What follows belongs to an exercise in optimizing a design on an open flow for small area; a production flow would make more cautious choices. The RTL was checked by simulation tests, not by an equivalence proof against the original design. Power is estimated from default activity; no workload was simulated.

==> flow/flow/run.sh <==
#!/bin/bash
set -euo pipefail
HERE=$(cd "$(dirname "$0")" && pwd)
export BUFFER_PORTS_ARGS="-buffer_cell sky130_fd_sc_hd__buf_1"
export CTS_ARGS="-sink_clustering_enable -repair_clock_nets -dont_use_dummy_load -buf_list sky130_fd_sc_hd__clkbuf_16 -sink_clustering_size 25 -sink_clustering_max_diameter 80"
export POST_FLOORPLAN_TCL="$HERE/downsize.tcl"
bash standard.sh > standard.log 2>&1
==> flow/flow/downsize.tcl <==
# Post-floorplan hook: put every combinational cell at the smallest drive
# strength of its function (synthesis sizes cells for its own load model);
# the placement, CTS and routing repairs resize again where timing, slew or
# capacitance need it. Flip-flops and tie cells are left as they are.
set db [ord::get_db]
set block [ord::get_db_block]
set n 0
foreach inst [$block getInsts] {
  set master [$inst getMaster]
  set name [$master getName]
  if {![regexp {^(sky130_fd_sc_hd__[a-z0-9]+)_([0-9]+)$} $name -> base size]} { continue }
  if {[regexp {__(df|edf|sdf|dl|conb|tap|fill|decap|clk)} $name]} { continue }
  set best ""
  set best_area 0
  foreach s {0 1 2 4} {
    set cand [$db findMaster ${base}_$s]
    if {$cand eq "NULL"} { continue }
    if {[llength [get_lib_cells -quiet ${base}_$s]] == 0} { continue }
    set lc [get_lib_cells ${base}_$s]
    if {[get_property $lc dont_use]} { continue }
    set a [expr {[$cand getWidth] * [$cand getHeight]}]
    if {$best eq "" || $a < $best_area} { set best ${base}_$s; set best_area $a }
  }
  if {$best ne "" && $best ne $name} {
    replace_cell [$inst getName] $best
    incr n
  }
}
puts "downsize.tcl: resized $n instances"
==> flow/standard.sh <==
#!/bin/bash
# synth_recipe.tcl (not shown) runs the flow's synth.tcl, then flattens the netlist and writes it again
# the make line also repeats each setting of config.mk as NAME=value (left out here)
make -C /OpenROAD-flow-scripts/flow DESIGN_CONFIG=/design/flow/config.mk WORK_HOME=/design/flow/orfs CLKGATE_MAP_FILE= SYNTH_SCRIPT=/design/flow/synth_recipe.tcl "${@:-finish}"
==> flow/config.mk <==
export PLATFORM = sky130hd
export DESIGN_NAME = regfile_mp
export DESIGN_NICKNAME = regfile_mp
export VERILOG_FILES = /design/flow/design.v
export SDC_FILE = /design/flow/constraint.sdc
export NUM_CORES = 4
export LEC_CHECK = 0
export CAP_MARGIN = 20
export CORE_MARGIN = 2
export CORE_UTILIZATION = 30
export PLACE_DENSITY = 0.45
export SLEW_MARGIN = 20
export SYNTH_HIERARCHICAL = 1
==> flow/constraint.sdc <==
create_clock -name core_clock -period 4.5 [get_ports {clk}]
set_input_delay 0.9000 -clock core_clock [delete_from_list [all_inputs] [get_ports {clk}]]
set_output_delay 0.9000 -clock core_clock [all_outputs]
set_load 0.01 [all_outputs]
==> flow/design.v <==
package regfile_pkg;
  localparam int DATA_W_DEF = 32;
  localparam int DEPTH_DEF  = 32;
  localparam int NUM_RD_DEF = 2;
  localparam int NUM_WR_DEF = 2;
  function automatic logic addr_valid(input int unsigned addr, input int unsigned depth,
                                      input logic zero_reg);
    addr_valid = (addr < depth) && !(zero_reg && (addr == 0));
  endfunction
endpackage
module regfile_fwd
#(
  parameter int DEPTH    = regfile_pkg::DEPTH_DEF,
  parameter int ADDR_W   = 5,
  parameter int ZERO_REG = 1,
  parameter int ZOFF     = (ZERO_REG != 0) ? 1 : 0,
  parameter int NTERM    = 1 + DEPTH - ZOFF
) (
  input  logic [ADDR_W-1:0] i_rd_addr,
  input  logic              i_rd_en,
  input  logic [DEPTH-1:0]  i_valid,
  input  logic [DEPTH-1:0]  i_we,
  output logic [NTERM-1:0]  o_sel
);
  always_comb begin
    o_sel    = '0;
    o_sel[0] = !i_rd_en;
    for (int k = ZOFF; k < DEPTH; k++) begin
      o_sel[1 + k - ZOFF] = i_rd_en && (i_valid[k] || i_we[k]) &&
                            (i_rd_addr == ADDR_W'(k));
    end
  end
endmodule
module regfile_aoi
#(
  parameter int N = 3
) (
  input  logic [N-1:0] i_sel,
  input  logic [N-1:0] i_dat,
  output logic         o_n
);
  assign o_n = !(|(i_sel & i_dat));
endmodule
module regfile_rdbit
#(
  parameter int NTERM = 32
) (
  input  logic [NTERM-1:0] i_sel,
  input  logic [NTERM-1:0] i_dat,
  output logic             o_bit
);
  localparam int NG3  = NTERM / 3;
  localparam int NREM = NTERM % 3;
  localparam int NGRP = NG3 + ((NREM != 0) ? 1 : 0);
  logic [NGRP-1:0] w_n;
  for (genvar g = 0; g < NG3; g++) begin : g_aoi3
    regfile_aoi #(.N(3)) u_aoi (
      .i_sel(i_sel[3*g +: 3]),
      .i_dat(i_dat[3*g +: 3]),
      .o_n  (w_n[g])
    );
  end
  if (NREM != 0) begin : g_rem
    regfile_aoi #(.N(NREM)) u_aoi (
      .i_sel(i_sel[3*NG3 +: NREM]),
      .i_dat(i_dat[3*NG3 +: NREM]),
      .o_n  (w_n[NG3])
    );
  end
  assign o_bit = !(&w_n);
endmodule
module regfile_cell (
  input  logic clk,
  input  logic i_sel1,
  input  logic i_sel0,
  input  logic i_hold,
  input  logic i_d1,
  input  logic i_d0,
  output logic o_next
);
  logic r_q;
  logic w_next;
  assign w_next = (i_sel1 & i_d1) | (i_sel0 & i_d0) | (i_hold & r_q);
  always_ff @(posedge clk) begin
    r_q <= w_next;
  end
  assign o_next = w_next;
endmodule
module regfile_mp
#(
  parameter int DATA_W   = regfile_pkg::DATA_W_DEF,
  parameter int DEPTH    = regfile_pkg::DEPTH_DEF,
  parameter int ADDR_W   = (DEPTH > 1) ? $clog2(DEPTH) : 1,
  parameter int NUM_RD   = regfile_pkg::NUM_RD_DEF,
  parameter int NUM_WR   = regfile_pkg::NUM_WR_DEF,
  parameter int ZERO_REG = 1
) (
  input  logic                     clk,
  input  logic                     reset,
  input  logic [NUM_WR-1:0]        reg_write,
  input  logic [NUM_WR*ADDR_W-1:0] w_addr,
  input  logic [NUM_WR*DATA_W-1:0] w_data,
  input  logic [NUM_RD-1:0]        r_en,
  input  logic [NUM_RD*ADDR_W-1:0] r_addr,
  output logic [NUM_RD*DATA_W-1:0] r_data
);
  localparam int ZOFF  = (ZERO_REG != 0) ? 1 : 0;
  localparam int NTERM = 1 + DEPTH - ZOFF;
  logic [DEPTH-1:0]  w_sel1, w_sel0, w_hold, w_we;
  logic [DEPTH-1:0]  r_valid;
  logic [DATA_W-1:0] w_next [DEPTH];
  always_comb begin
    for (int unsigned k = 0; k < DEPTH; k++) begin
      w_sel1[k] = reg_write[1] &&
                  regfile_pkg::addr_valid(k, DEPTH, ZERO_REG != 0) &&
                  (w_addr[ADDR_W +: ADDR_W] == ADDR_W'(k));
      w_sel0[k] = reg_write[0] && !w_sel1[k] &&
                  regfile_pkg::addr_valid(k, DEPTH, ZERO_REG != 0) &&
                  (w_addr[0 +: ADDR_W] == ADDR_W'(k));
      w_we[k]   = w_sel1[k] || w_sel0[k];
      w_hold[k] = !w_we[k];
    end
  end
  for (genvar k = 0; k < DEPTH; k++) begin : g_reg
    if (ZERO_REG != 0 && k == 0) begin : g_zero
      assign r_valid[k] = 1'b0;
      assign w_next[k]  = '0;
    end else begin : g_store
      logic r_v;
      always_ff @(posedge clk or posedge reset) begin
        if (reset) begin
          r_v <= 1'b0;
        end else if (w_we[k]) begin
          r_v <= 1'b1;
        end
      end
      assign r_valid[k] = r_v;
      for (genvar b = 0; b < DATA_W; b++) begin : g_bit
        regfile_cell u_cell (
          .clk   (clk),
          .i_sel1(w_sel1[k]),
          .i_sel0(w_sel0[k]),
          .i_hold(w_hold[k]),
          .i_d1  (w_data[DATA_W + b]),
          .i_d0  (w_data[b]),
          .o_next(w_next[k][b])
        );
      end
    end
  end
  for (genvar gi = 0; gi < NUM_RD; gi++) begin : g_rd
    logic [NTERM-1:0]  w_sel;
    logic [DATA_W-1:0] w_rd_next;
    logic [DATA_W-1:0] r_rd;
    regfile_fwd #(
      .DEPTH   (DEPTH),
      .ADDR_W  (ADDR_W),
      .ZERO_REG(ZERO_REG),
      .ZOFF    (ZOFF),
      .NTERM   (NTERM)
    ) u_fwd (
      .i_rd_addr(r_addr[gi*ADDR_W +: ADDR_W]),
      .i_rd_en  (r_en[gi]),
      .i_valid  (r_valid),
      .i_we     (w_we),
      .o_sel    (w_sel)
    );
    for (genvar b = 0; b < DATA_W; b++) begin : g_bit
      logic [NTERM-1:0] w_dat;
      assign w_dat[0] = r_rd[b];
      for (genvar k = ZOFF; k < DEPTH; k++) begin : g_md
        assign w_dat[1 + k - ZOFF] = w_next[k][b];
      end
      regfile_rdbit #(.NTERM(NTERM)) u_rdbit (
        .i_sel(w_sel),
        .i_dat(w_dat),
        .o_bit(w_rd_next[b])
      );
    end
    always_ff @(posedge clk or posedge reset) begin
      if (reset) begin
        r_rd <= '0;
      end else begin
        r_rd <= w_rd_next;
      end
    end
    assign r_data[gi*DATA_W +: DATA_W] = r_rd;
  end
endmodule
==> results of run 1 <==
-- flip-flops by register name, summed over array words and instances (netlist names) --
| name | flops |
|---|---|
| g.g_store.r_v | 31 |
| g.g_store.g_bit.u_cell.r_q | 992 |
| g_rd.r_rd | 64 |
-- layer usage --
layer / global-route usage / vias to the layer above
met5: 0.003866 / -
met2: 0.5285 / 4653
met4: 0.2018 / 18
met1: 0.4506 / 26830
li1: - / 21060
met3: 0.09677 / 919
-- final timing paths --
kind	start	to	slack (ps)
setup / recovery	w_addr[0]	g_rd[0].r_rd[8]	280
hold reg to reg	g_reg[21].g_store.r_v	g_reg[21].g_store.r_v	500
max in group asynchronous	reset	g_rd[1].r_rd[16]	3380
setup reg to reg	g_reg[15].g_store.r_v	g_rd[1].r_rd[21]	1750
hold / removal	reset	g_rd[0].r_rd[2]	310
min in group core_clock	g_reg[21].g_store.r_v	g_reg[21].g_store.r_v	500
-- worst max-delay path, cell delays in order --
cell and delay, ps:
buf_1 290, or2_0 800, buf_4 330, a211oi_4 160, buf_4 320, buf_4 200
a222oi_1 250, inv_1 110, a222oi_1 240, nand4_1 580, or3_1 570
-- power by group through the flow --
| stage | clock [mW] | combinational (mW) | sequential (mW) |
|---|---|---|---|
| 3_5_place_dp | 0 | 6.01 | 13.1 |
| 5_1_grt | 6.65 | 6.72 | 13.1 |
| 6_report | 6.28 | 6.25 | 12.9 |
| 3_3_place_gp | 0 | 5.89 | 13.0 |
| 2_1_floorplan | 0 | 4.20 | 12.7 |
| 4_1_cts | 6.34 | 6.03 | 12.9 |
-- area by class of cell --
class | count | share of cell area
well taps | 2058 | 0.04537
repair buffers | 574 | 0.08400
diodes | 14 | 0.0006173
clock buffers | 68 | 0.02998
multi-input cells | 2303 | 0.3803
flip-flops and latches | 1087 | 0.3918
inverters | 1026 | 0.06790
==> results.json, run 1 <==
{
  "status": "finished clean",
  "cts_setup_buffers": 0,
  "drive_gt1_frac": 0.1398,
  "core_um2": 156800,
  "fin_util": 0.3621,
  "period_needed_ps": 4217,
  "cts-root-buf": "clkbuf_16",
  "leakagePower_nw": 25.29,
  "cp.required_ps": 5070,
  "max_freq_mhz": 237.1,
  "setup_slack_ps": 283.2,
  "initialDrtViolationCount": 16860,
  "n_fill_cell": 15830,
  "rsz0062_at_grt": "no",
  "htreeDepth": 3,
  "period_share": 0.9371,
  "dp_hpwl_um": 189300,
  "die_w_um": 401.8,
  "initial_core_util": 0.3028,
  "ant_nets": 0,
  "die_area_um2": 161400,
  "setup_viol": 0,
  "slew_headroom": 0.1547,
  "postCtsHoldBufs": 0,
  "multiInputGateArea_um2": 21580,
  "p_seq_frac": 0.508,
  "wl_per_cell_um": 42.04,
  "grt_max_degree": 38,
  "pin_count": 154,
  "overflow": 0,
  "arrival_ps": 4790,
  "holdWs_ps": 305.6,
  "tns_ps": 0,
  "maxSlewViolCount": 0,
  "syn-num-nets": 4599,
  "p_int_mw": 17.18,
  "gp_congestion": 0.9611,
  "dpl_cell_area_um2": 54970,
  "num_rows": 145,
  "cp-end-kind": "flop",
  "first_pass_iters": 15,
  "maxCapViolations": 0,
  "syn_area_per_cell_um2": 10.53,
  "pre_cts_slack_ps": -122.2,
  "clock_skew_ps": 66.16,
  "wl_met2_um": 127600,
  "clkLatencyLatePin_ps": 730,
  "pwr-share-clk": 0.247,
  "tightest_slew_ps": 1264,
  "regArea_um2": 22240,
  "powerDensity_nw_per_um2": 448.5,
  "vias": 53480,
  "netlist_area_um2": 47460,
  "via_per_inst": 7.500,
  "cp-start-kind": "primary input",
  "io_buffers": 153,
  "grt_pass1_wl_um": 406600,
  "tritoncts": "done",
  "p_total_mw": 25.46,
  "design_area_um2": 56750,
  "fin_nets": 5150,
  "cts-resized-gates": 0,
  "synthCells": 4509,
  "cts_num_sinks": 1087,
  "cts_buffers": 68,
  "track_usage": 0.3513,
  "cp_max_fo": 12,
  "drc_errors": 0,
  "dr.max_layer_used": "met5",
  "fin_cells": 7130,
  "min_path_type": "in2async",
  "dp.cells": 7045,
  "sw_frac_of_total": 0.3253,
  "r2r_cells": 6,
  "wl_met3_um": 41600,
  "chipHeight_um": 401.8,
  "final_common_cell": "a222oi_1",
  "clk_pin_slew_worst_paths_ps": 90,
  "switchingPower_mw": 8.280,
  "mostFrequentLayoutCells": "1632 x a222oi_1, 1023 x inv_1, 992 x dfxtp_1",
  "critPathKind": "in2reg",
  "ctsLongestPathBuffers": 3,
  "comb_power_share": 0.246,
  "antenna_found_initial": 39,
  "grt_pass1_vias": 49200,
  "ys_warn_count": 11,
  "hold_violations": 0,
  "wl_met1_um": 110600,
  "area_delta_synth_final_pct": 19.57,
  "vdd_drop_max_mv": 0.2100,
  "wirelength_um": 299700
}
==> run 2: changes to the inputs <==
--- a/flow/design.v
+++ b/flow/design.v
@@ -32,14 +32,4 @@
   end
 endmodule
-module regfile_aoi
-#(
-  parameter int N = 3
-) (
-  input  logic [N-1:0] i_sel,
-  input  logic [N-1:0] i_dat,
-  output logic         o_n
-);
-  assign o_n = !(|(i_sel & i_dat));
-endmodule
 module regfile_rdbit
 #(
@@ -50,23 +40,40 @@
   output logic             o_bit
 );
-  localparam int NG3  = NTERM / 3;
-  localparam int NREM = NTERM % 3;
-  localparam int NGRP = NG3 + ((NREM != 0) ? 1 : 0);
+  localparam int NG2  = NTERM / 2;
+  localparam int NGRP = NG2 + NTERM % 2;
   logic [NGRP-1:0] w_n;
-  for (genvar g = 0; g < NG3; g++) begin : g_aoi3
-    regfile_aoi #(.N(3)) u_aoi (
-      .i_sel(i_sel[3*g +: 3]),
-      .i_dat(i_dat[3*g +: 3]),
-      .o_n  (w_n[g])
+  for (genvar g = 0; g < NG2; g++) begin : g_aoi
+    regfile_aoi22 u_aoi (
+      .i_a0(i_sel[2*g]),
+      .i_b0(i_dat[2*g]),
+      .i_a1(i_sel[2*g + 1]),
+      .i_b1(i_dat[2*g + 1]),
+      .o_n (w_n[g])
     );
   end
-  if (NREM != 0) begin : g_rem
-    regfile_aoi #(.N(NREM)) u_aoi (
-      .i_sel(i_sel[3*NG3 +: NREM]),
-      .i_dat(i_dat[3*NG3 +: NREM]),
-      .o_n  (w_n[NG3])
+  if (NTERM % 2 != 0) begin : g_rem
+    regfile_nand2 u_nand (
+      .i_a(i_sel[NTERM - 1]),
+      .i_b(i_dat[NTERM - 1]),
+      .o_n(w_n[NG2])
     );
   end
   assign o_bit = !(&w_n);
+endmodule
+module regfile_aoi22 (
+  input  logic i_a0,
+  input  logic i_b0,
+  input  logic i_a1,
+  input  logic i_b1,
+  output logic o_n
+);
+  assign o_n = !((i_a0 & i_b0) | (i_a1 & i_b1));
+endmodule
+module regfile_nand2 (
+  input  logic i_a,
+  input  logic i_b,
+  output logic o_n
+);
+  assign o_n = !(i_a & i_b);
 endmodule
 module regfile_cell (
@@ -80,6 +87,24 @@
 );
   logic r_q;
+  logic w_wr_n;
+  logic w_hold_n;
   logic w_next;
-  assign w_next = (i_sel1 & i_d1) | (i_sel0 & i_d0) | (i_hold & r_q);
+  regfile_aoi22 u_wr (
+    .i_a0(i_sel1),
+    .i_b0(i_d1),
+    .i_a1(i_sel0),
+    .i_b1(i_d0),
+    .o_n (w_wr_n)
+  );
+  regfile_nand2 u_hold (
+    .i_a(i_hold),
+    .i_b(r_q),
+    .o_n(w_hold_n)
+  );
+  regfile_nand2 u_next (
+    .i_a(w_wr_n),
+    .i_b(w_hold_n),
+    .o_n(w_next)
+  );
   always_ff @(posedge clk) begin
     r_q <= w_next;
==> flow/flow/run.sh (replaced) <==
#!/bin/bash
set -euo pipefail
HERE=$(cd "$(dirname "$0")" && pwd)
export BUFFER_PORTS_ARGS="-buffer_cell sky130_fd_sc_hd__buf_1"
export CTS_ARGS="-sink_clustering_enable -repair_clock_nets -dont_use_dummy_load -buf_list sky130_fd_sc_hd__clkbuf_8 -sink_clustering_size 15 -sink_clustering_max_diameter 60"
export POST_FLOORPLAN_TCL="$HERE/downsize.tcl"
export RECOVER_POWER=100
bash standard.sh > standard.log 2>&1
--- a/flow/config.mk
+++ b/flow/config.mk
@@ -8,6 +8,6 @@
 export CAP_MARGIN = 20
 export CORE_MARGIN = 2
-export CORE_UTILIZATION = 30
-export PLACE_DENSITY = 0.45
+export CORE_UTILIZATION = 45
+export PLACE_DENSITY = 0.6
 export SLEW_MARGIN = 20
 export SYNTH_HIERARCHICAL = 1
==> run 2 against run 1 <==
  * Die area down 16%
  * Total power down 7.8%
  * Via count up 6.7%
  * Critical path depth down 1
  * Fmax up 0.81%
  * Sequential share of layout area up 0.099 points
  * Synthesized cell count up 31%
  * Sequential power about the same
  * Clock skew up 60 ps
  * Setup slack better by 34 ps
  * Now fails the layout checks on max-capacitance violations, max-slew violations
  * Combinational power down 23%
  * Critical path type unchanged
==> results.json, run 2 <==
{
  "dpl_cell_area_um2": 55200,
  "core_um2": 131800,
  "powerDensity_nw_per_um2": 414.5,
  "leakagePower_nw": 23.40,
  "cts_setup_buffers": 0,
  "via_per_inst": 7.083,
  "maxSlewViolCount": 434,
  "syn_area_per_cell_um2": 10.17,
  "antenna_found_initial": 27,
  "cts_buffers": 111,
  "wirelength_um": 277700,
  "gp_congestion": 1.014,
  "slew_headroom": -1.406,
  "tritoncts": "done",
  "maxCapViolations": 14,
  "area_delta_synth_final_pct": -5.391,
  "grt_pass1_vias": 52560,
  "min_path_type": "reg2reg",
  "tns_ps": 0,
  "ys_warn_count": 11,
  "tightest_slew_ps": 3590,
  "regArea_um2": 22240,
  "netlist_area_um2": 59840,
  "fin_nets": 6383,
  "arrival_ps": 4990,
  "fin_cells": 8057,
  "largest_registers": "g.g_store.g_bit.u_cell.r_q x992, g_rd.r_rd x64, g.g_store.r_v x31",
  "syn-num-nets": 5975,
  "n_fill_cell": 13320,
  "htreeDepth": 3,
  "first_pass_iters": 10,
  "grt_pass1_wl_um": 390800,
  "cts_num_sinks": 1087,
  "chipHeight_um": 368.7,
  "final_common_cell": "a22oi_1",
  "track_usage": 0.3921,
  "die_w_um": 368.7,
  "clock_skew_ps": 126.2,
  "grt_max_degree": 55,
  "critPathKind": "in2reg",
  "cts-root-buf": "clkbuf_8",
  "cts-resized-gates": 0,
  "ant_nets": 0,
  "overflow": 0,
  "cp_max_fo": 29,
  "drc_errors": 0,
  "num_rows": 133,
  "multiInputGateArea_um2": 27830,
  "cp-start-kind": "primary input",
  "holdWs_ps": 462.6,
  "die_area_um2": 135900,
  "ctsLongestPathBuffers": 3,
  "status": "finished with violations",
  "io_buffers": 153,
  "clk_pin_slew_worst_paths_ps": 110,
  "wl_per_cell_um": 34.46,
  "initialDrtViolationCount": 9756,
  "initial_core_util": 0.4540,
  "synthCells": 5885,
  "design_area_um2": 56610,
  "cp-end-kind": "flop",
  "hold_violations": 0,
  "postCtsHoldBufs": 0,
  "clkLatencyLatePin_ps": 920,
  "vias": 57070,
  "largest_reg_flops": 992,
  "period_share": 0.9295,
  "top_register": "g.g_store.g_bit.u_cell.r_q",
  "mostFrequentLayoutCells": "2016 x a22oi_1, 1990 x nand2_1, 992 x dfxtp_1",
  "vdd_drop_max_mv": 0.2317,
  "dp_hpwl_um": 169000,
  "period_needed_ps": 4183,
  "dp.cells": 7934,
  "p_total_mw": 23.46,
  "cp.required_ps": 5310,
  "check-failures": "max-capacitance violations, max-slew violations",
  "pin_count": 154,
  "max_freq_mhz": 239.1,
  "drive_gt1_frac": 0.08170,
  "rsz0062_at_grt": "no",
  "setup_viol": 0
}
[run 2: cell types whose count changed in the layout (fill, tap and decap cells not counted), sizes merged, moves of 77 or more]
| cell | previous run | this run |
|---|---|---|
| nand2 | 6 | 1990 |
| a22oi | 64 | 2016 |
| a222oi | 1632 | 0 |
| inv | 1026 | 32 |
| buf | 524 | 304 |
| nand4 | 133 | 261 |
| clkbuf | 118 | 195 |
[run 2: worst max-delay path, stage by stage]
cell	delay (ps)
clkbuf_1	370
nand2b_1	300
buf_12	260
nor2_2	1730
buf_4	530
a22oi_1	140
nand2_1	170
a22oi_1	90
nand4_1	290
or4_1	170
[run 2: area by class of cell]
| cell class | instances | area share |
|---|---|---|
| clock buffers | 111 | 0.02699 |
| well taps | 1755 | 0.03879 |
| repair buffers | 388 | 0.04697 |
| multi-input cells | 4671 | 0.4917 |
| flip-flops and latches | 1087 | 0.3928 |
| diodes | 11 | 0.0004862 |
| inverters | 34 | 0.002299 |
[run 2: per-stage QoR]
step | util | setup slack [ps]
after global placement | 0.4179 | 291.4
after CTS | 0.4304 | 1173
final | 0.4295 | 317.3
after detailed placement | 0.4188 | 253.0
after floorplan | - | 218.1
after global routing | 0.4294 | 443.2
[run 2: worst paths after layout]
| path | depth (start not counted) | slack, ps | from | end |
|---|---|---|---|---|
| min reg2reg | 2 | 460 | g_reg[22].g_store.g_bit[15].u_cell.r_q | g_reg[22].g_store.g_bit[15].u_cell.r_q |
| max | 10 | 320 | w_addr[6] | g_rd[1].r_rd[14] |
| max in group asynchronous | 3 | 770 | reset | g_reg[12].g_store.r_v |
| min | 2 | 460 | g_reg[22].g_store.g_bit[15].u_cell.r_q | g_reg[22].g_store.g_bit[15].u_cell.r_q |
| min in group asynchronous | 2 | 1030 | reset | g_rd[0].r_rd[2] |
| max reg2reg | 6 | 1910 | g_reg[19].g_store.r_v | g_rd[0].r_rd[10] |
[run 2: report_power, final]
part	leakage [nW]	total [mW]	switching, mW	internal, mW
Combinational	13.2	4.84	3.59	1.25
Sequential	9.40	12.9	0.852	12.0
Clock	0.798	5.77	3.60	2.17
Total	23.4	23.5	8.04	15.4
[run 2: per-layer routing]
layer	wire length (um)	global-route usage
met4	17940	0.2094
met1	99100	0.4745
met5	234	0
met2	115100	0.5754
met3	45320	0.1827
==> run 3: changes to the inputs <==
--- a/flow/flow/run.sh
+++ b/flow/flow/run.sh
@@ -5,4 +5,3 @@
 export CTS_ARGS="-sink_clustering_enable -repair_clock_nets -dont_use_dummy_load -buf_list sky130_fd_sc_hd__clkbuf_8 -sink_clustering_size 15 -sink_clustering_max_diameter 60"
 export POST_FLOORPLAN_TCL="$HERE/downsize.tcl"
-export RECOVER_POWER=100
 bash standard.sh > standard.log 2>&1
==> run 3 against run 2 <==
  * Clock skew shrank 5.7 ps
  * Synthesized cell count is the same
  * Critical path depth is the same
  * Sequential power is essentially flat
  * Die area is the same
  * Sequential share of layout area shrank 0.13 points
  * Largest power group unchanged
  * Critical path type unchanged
  * Fmax grew 16%
  * First-iteration DRC count shrank 2.5%
  * The run now finishes clean
  * Count of clock-buffer cells in the layout is the same
==> results.json, run 3 <==
{
  "status": "finished clean",
  "multiInputGateArea_um2": 27910,
  "clkLatencyLatePin_ps": 910,
  "wirelength_um": 277900,
  "period_share": 0.8035,
  "vias": 57120,
  "cts_buffers": 111,
  "tightest_slew_ps": 1353,
  "period_needed_ps": 3616,
  "syn-num-nets": 5975,
  "r2r_cells": 6,
  "htreeDepth": 3,
  "dpl_cell_area_um2": 55200,
  "drive_gt1_frac": 0.08822,
  "crit_path_cell_trace": "buf_1, nand4bb_1, buf_4, o22a_1, buf_4, nand2_1, nand2_1, a22oi_1, nand4_1, or4_1",
  "fin_nets": 6383,
  "core_um2": 131800,
  "cp-start-kind": "primary input",
  "mostFrequentLayoutCells": "2016 x a22oi_1, 1989 x nand2_1, 992 x dfxtp_1",
  "leakagePower_nw": 23.51,
  "first_pass_iters": 10,
  "cp.required_ps": 5200,
  "maxSlewViolCount": 0,
  "via_per_inst": 7.090,
  "initialDrtViolationCount": 9509,
  "ys_warn_count": 11,
  "drc_errors": 0,
  "r2r_slack_ps": 1930,
  "cts-resized-gates": 0,
  "top_register": "g.g_store.g_bit.u_cell.r_q",
  "pin_count": 154,
  "overflow": 0,
  "max_freq_mhz": 276.6,
  "cts-root-buf": "clkbuf_8",
  "postCtsHoldBufs": 0,
  "grt_pass1_vias": 52560,
  "grt_pass1_wl_um": 390800,
  "wl_met3_um": 44320,
  "arrival_ps": 4310,
  "io_buffers": 153,
  "largest_reg_flops": 992,
  "ctsLongestPathBuffers": 3,
  "area_delta_synth_final_pct": -5.081,
  "gp_congestion": 1.014,
  "synthCells": 5885,
  "clock_skew_ps": 120.5,
  "reg2reg_to": "g_rd[0].r_rd[15]",
  "powerDensity_nw_per_um2": 413.7,
  "die_area_um2": 135900,
  "chipHeight_um": 368.7,
  "n_fill_cell": 13280,
  "holdWs_ps": 232.7,
  "cts_num_sinks": 1087,
  "wl_per_cell_um": 34.50,
  "hold_violations": 0,
  "die_w_um": 368.7,
  "wl_met1_um": 99420,
  "cp_slowest_stage_delay_ps": 610,
  "critPathKind": "in2reg",
  "wl_met2_um": 115800,
  "grt_max_degree": 55,
  "clk_pin_slew_worst_paths_ps": 80,
  "cts_setup_buffers": 0,
  "dr.max_layer_used": "met5",
  "slowest_stage": "or4_1",
  "antenna_found_initial": 27,
  "netlist_area_um2": 59840,
  "track_usage": 0.3921,
  "num_rows": 133,
  "rsz0062_at_grt": "no",
  "maxCapViolations": 0,
  "largest_registers": "g.g_store.g_bit.u_cell.r_q x992, g_rd.r_rd x64, g.g_store.r_v x31",
  "ant_nets": 0,
  "min_path_type": "in2async",
  "r2r-start": "g_reg[19].g_store.r_v",
  "setup_viol": 0,
  "dp_hpwl_um": 169000,
  "design_area_um2": 56800,
  "cp_max_fo": 32,
  "initial_core_util": 0.4540,
  "final_common_cell": "a22oi_1",
  "fin_util": 0.4309,
  "regArea_um2": 22240,
  "vdd_drop_max_mv": 0.2287,
  "tritoncts": "done",
  "tns_ps": 0,
  "slew_headroom": 0.09590,
  "syn_area_per_cell_um2": 10.17,
  "cp-end-kind": "flop"
}
-- run 3: final cells by class --
type	instances	share of cell area
antenna	10	0.0004406
clock buffer	111	0.02690
inverter	34	0.002313
multi-input combinational	4671	0.4914
sequential	1087	0.3915
tap	1755	0.03866
timing repair buffer	388	0.04873
-- run 3: per-layer routing --
layer	up-vias	global-route usage
met4	36	0.2094
li1	23570	-
met5	-	0
met3	1341	0.1827
met1	27300	0.4745
met2	4874	0.5754
-- run 3: worst max path at each step --
stage / startpoint / cells past startpoint / endpoint / slack, ps
after global placement: w_addr[2] / 10 / g_rd[1].r_rd[10] / 290
after detailed placement: w_addr[3] / 10 / g_rd[0].r_rd[10] / 250
after CTS: w_addr[3] / 10 / g_rd[0].r_rd[10] / 1170
final: w_addr[2] / 10 / g_rd[0].r_rd[15] / 880
after global routing: w_addr[3] / 10 / g_rd[1].r_rd[10] / 880
after floorplan: w_addr[9] / 8 / g_rd[0].r_rd[0] / 220
-- run 3: per-stage QoR --
| stage | total power, mW | instances | setup WS (ps) |
|---|---|---|---|
| global placement | 17.44 | 7929 | 291.4 |
| CTS | 23.21 | 8045 | 1173 |
| finish | 23.49 | 8056 | 884.4 |
| detailed placement | 17.69 | 7934 | 253.0 |
| floorplan | 16.90 | 5885 | 218.1 |
| global route | 24.50 | 8049 | 877.9 |
-- run 3: power breakdown --
group	switching (mW)	total [mW]	internal (mW)
logic	3.60	4.86	1.26
registers	0.852	12.9	12.0
clock network	3.61	5.78	2.17
-- run 3: critical path: cells and delay by family --
kind / cells / cell delay, ps
buf+inv: 3 / 1110
compound gates: 2 / 300
simple gates: 5 / 1950

## static timing again, ports no longer ideal
The flow's constraints put no driver on any port. The routed layouts listed below were extracted and timed again, unchanged, in two steps.
Step 1 assumes that a clkbuf_16 drives the clock port and a buf_2 every other input.
Step 2 adds t to the input delays and takes it off the output delays; t is the mean of the earliest and latest rising clock arrival at the registers after step 1. Input paths then give back, and output paths get back, about the clock's delay inside the block.
a / b / c = no drivers / after step 1 / after step 2; a / b = the first two.
| run | shift t [ns] | setup slack, ns | slew at the worst register clock pin (ns) |
|---|---|---|---|
| run 1 | 0.778 | 0.283 / 0.346 / -0.432 | 0.11 / 0.11 |
| run 2 | 0.935 | 0.317 / 0.261 / -0.674 | 0.11 / 0.11 |
| run 3 | 0.932 | 0.884 / 0.939 / 0.007 | 0.11 / 0.11 |
The setup slack of run 2, which loses most, moves by -0.056 ns with the drivers and by -0.991 ns with both steps.
